This is an optimization exercise on Yosys and OpenROAD, whose aim is small area and few clock cycles per item, not a production implementation. The RTL was checked by simulation tests, not by an equivalence proof against the original design.

Setup of v37:
==> flow/design.v (excerpt) <==
module srgb_to_xy_chromaticity #(
  parameter int COMPONENT_BITS  = 8,
  parameter int COORD_FRAC_BITS = 16
) (
  input  logic                      clk,
  input  logic                      rst,
  input  logic                      in_valid,
  output logic                      in_ready,
  input  logic [COMPONENT_BITS-1:0] red,
  input  logic [COMPONENT_BITS-1:0] green,
  input  logic [COMPONENT_BITS-1:0] blue,
  output logic                      out_valid,
  input  logic                      out_ready,
  output logic [srgbxy_pkg::OUT_W-1:0] chroma_x,
  output logic [srgbxy_pkg::OUT_W-1:0] chroma_y,
  output logic                      black_input
);
clock: 8.0 ns
lec_check: 0
cap_margin: 20
core_margin: 2
core_utilization: 50
cts_buf_list: sky130_fd_sc_hd__clkbuf_4 sky130_fd_sc_hd__clkbuf_8
cts_cluster_diameter: 70
cts_cluster_size: 14
gpl_timing_driven: 0
setup_slack_margin: 0.1
slew_margin: 20
synth_hierarchical: 1
run.sh (not shown) runs the stock make flow with config.mk's settings and CLKGATE_MAP_FILE= SYNTH_SCRIPT=/design/flow/synth_recipe.tcl, a recipe that flattens the netlist after the stock synthesis.
v37 finished every stage and its layout cleared the timing, DRC and antenna checks.
Testbench counts of v37, summed over its fixed seeds: cycles 16,056, items 16,000.
#### Input delta (v14 over v37)
# v37
export LEC_CHECK = 0
export CAP_MARGIN = 20
export CORE_MARGIN = 2
export CORE_UTILIZATION = 50
export CTS_BUF_LIST = sky130_fd_sc_hd__clkbuf_4 sky130_fd_sc_hd__clkbuf_8
export CTS_CLUSTER_DIAMETER = 70
export CTS_CLUSTER_SIZE = 14
export GPL_TIMING_DRIVEN = 0
export SETUP_SLACK_MARGIN = 0.1
export SLEW_MARGIN = 20
export SYNTH_HIERARCHICAL = 1
create_clock -name core_clock -period 8.0 [get_ports {clk}]
# v14
export LEC_CHECK = 0
export CAP_MARGIN = 20
export CORE_MARGIN = 2
export CORE_UTILIZATION = 50
export CTS_BUF_LIST = sky130_fd_sc_hd__clkbuf_4 sky130_fd_sc_hd__clkbuf_8
export CTS_CLUSTER_DIAMETER = 60
export CTS_CLUSTER_SIZE = 16
export GPL_TIMING_DRIVEN = 0
export SETUP_SLACK_MARGIN = 0.1
export SLEW_MARGIN = 20
export SYNTH_HIERARCHICAL = 1
create_clock -name core_clock -period 8.0 [get_ports {clk}]
### Flow results
- v14 against v37: met3 capacity usage during global routing barely changed, critical path depth dropped about 30%.
- On sequential standard cell area, v37 and v14 are neck and neck.
- Maximum frequency: lower on v14
- Summary of the comparison: proportion of cell area occupied by multi-input gates is lower in v14, relative to v37.
- In v14, final hold slack is lower than in v37.

---

srgb_to_xy_chromaticity, a different RTL version from the one above (not shown whole).
Size: roughly 9,500 cells after synthesis, ~0.11 mm² of cells after synthesis.
// srgb_to_xy_chromaticity
module srgb_to_xy_chromaticity #(
  parameter int COMPONENT_BITS  = 8,
  parameter int COORD_FRAC_BITS = 16
) (
  input  logic                      clk,
  input  logic                      rst,
  input  logic                      in_valid,
  output logic                      in_ready,
  input  logic [COMPONENT_BITS-1:0] red,
  input  logic [COMPONENT_BITS-1:0] green,
  input  logic [COMPONENT_BITS-1:0] blue,
  output logic                      out_valid,
  input  logic                      out_ready,
  output logic [srgbxy_pkg::OUT_W-1:0] chroma_x,
  output logic [srgbxy_pkg::OUT_W-1:0] chroma_y,
  output logic                      black_input
);
make LEC_CHECK=0 CAP_MARGIN=20 CORE_MARGIN=2 CORE_UTILIZATION=50 CTS_BUF_LIST='sky130_fd_sc_hd__clkbuf_4 sky130_fd_sc_hd__clkbuf_8' CTS_CLUSTER_DIAMETER=60 CTS_CLUSTER_SIZE=16 GPL_TIMING_DRIVEN=0 SETUP_SLACK_MARGIN=0.1 SLEW_MARGIN=20 SYNTH_HIERARCHICAL=1 finish   # period 8.0 ns
Testbench counts at the start, summed over its fixed seeds: cycles 16,064, items 16,000.
Next try:
- CTS_CLUSTER_DIAMETER: 60 -> unset
- CTS_CLUSTER_SIZE: 16 -> unset
Result:
- The new run ran to the end with no violations
- synthesized area does not change
- setup slack loses 0.010 ns
- final area came out higher by 2.4%
- wire length goes up by 0.48%
- hold slack barely changes
- die area is unchanged
- fmax is about the same
- non-clock buffer count is unchanged
- via count increases by 0.72%

[re-timing with driven ports]
No port has a modelled driver above. Below, the same layouts with a new extraction and two added sets of constraints.
Step 1 sets driving cells, clkbuf_16 on the clock port and buf_2 on the other inputs (assumed; they add their load-dependent delay and slew).
Step 2 times the ports against the registers' clock, not the clock port: input delays grow and output delays shrink by t, the midpoint of the rising clock arrivals with the driver on.
Three values: ideal ports, drivers, drivers and shift; two values: the first two.
run | shift t [ns] | setup WS [ns] | hold WS [ns] | worst data-port slew with drivers (ns)
v37 | 1.017 | 0.249 / 0.249 / 0.017 | 0.273 / 0.273 / 0.273 | 0.06
v14 | 1.009 | 0.149 / 0.149 / -0.068 | 0.267 / 0.267 / 0.267 | 0.06
the first run of note 2 | 1.029 | 0.359 / 0.359 / -0.274 | 0.300 / 0.300 / 0.300 | 0.04
the second run of note 2 | 1.089 | 0.349 / 0.349 / -0.305 | 0.298 / 0.298 / 0.298 | 0.04
Met with ideal ports but missed after step 2: setup timing in v14, the first run of note 2 and the second run of note 2. The setup slack of the second run of note 2, which loses most, moves by 0.000 ns with the drivers and by -0.654 ns with both steps.
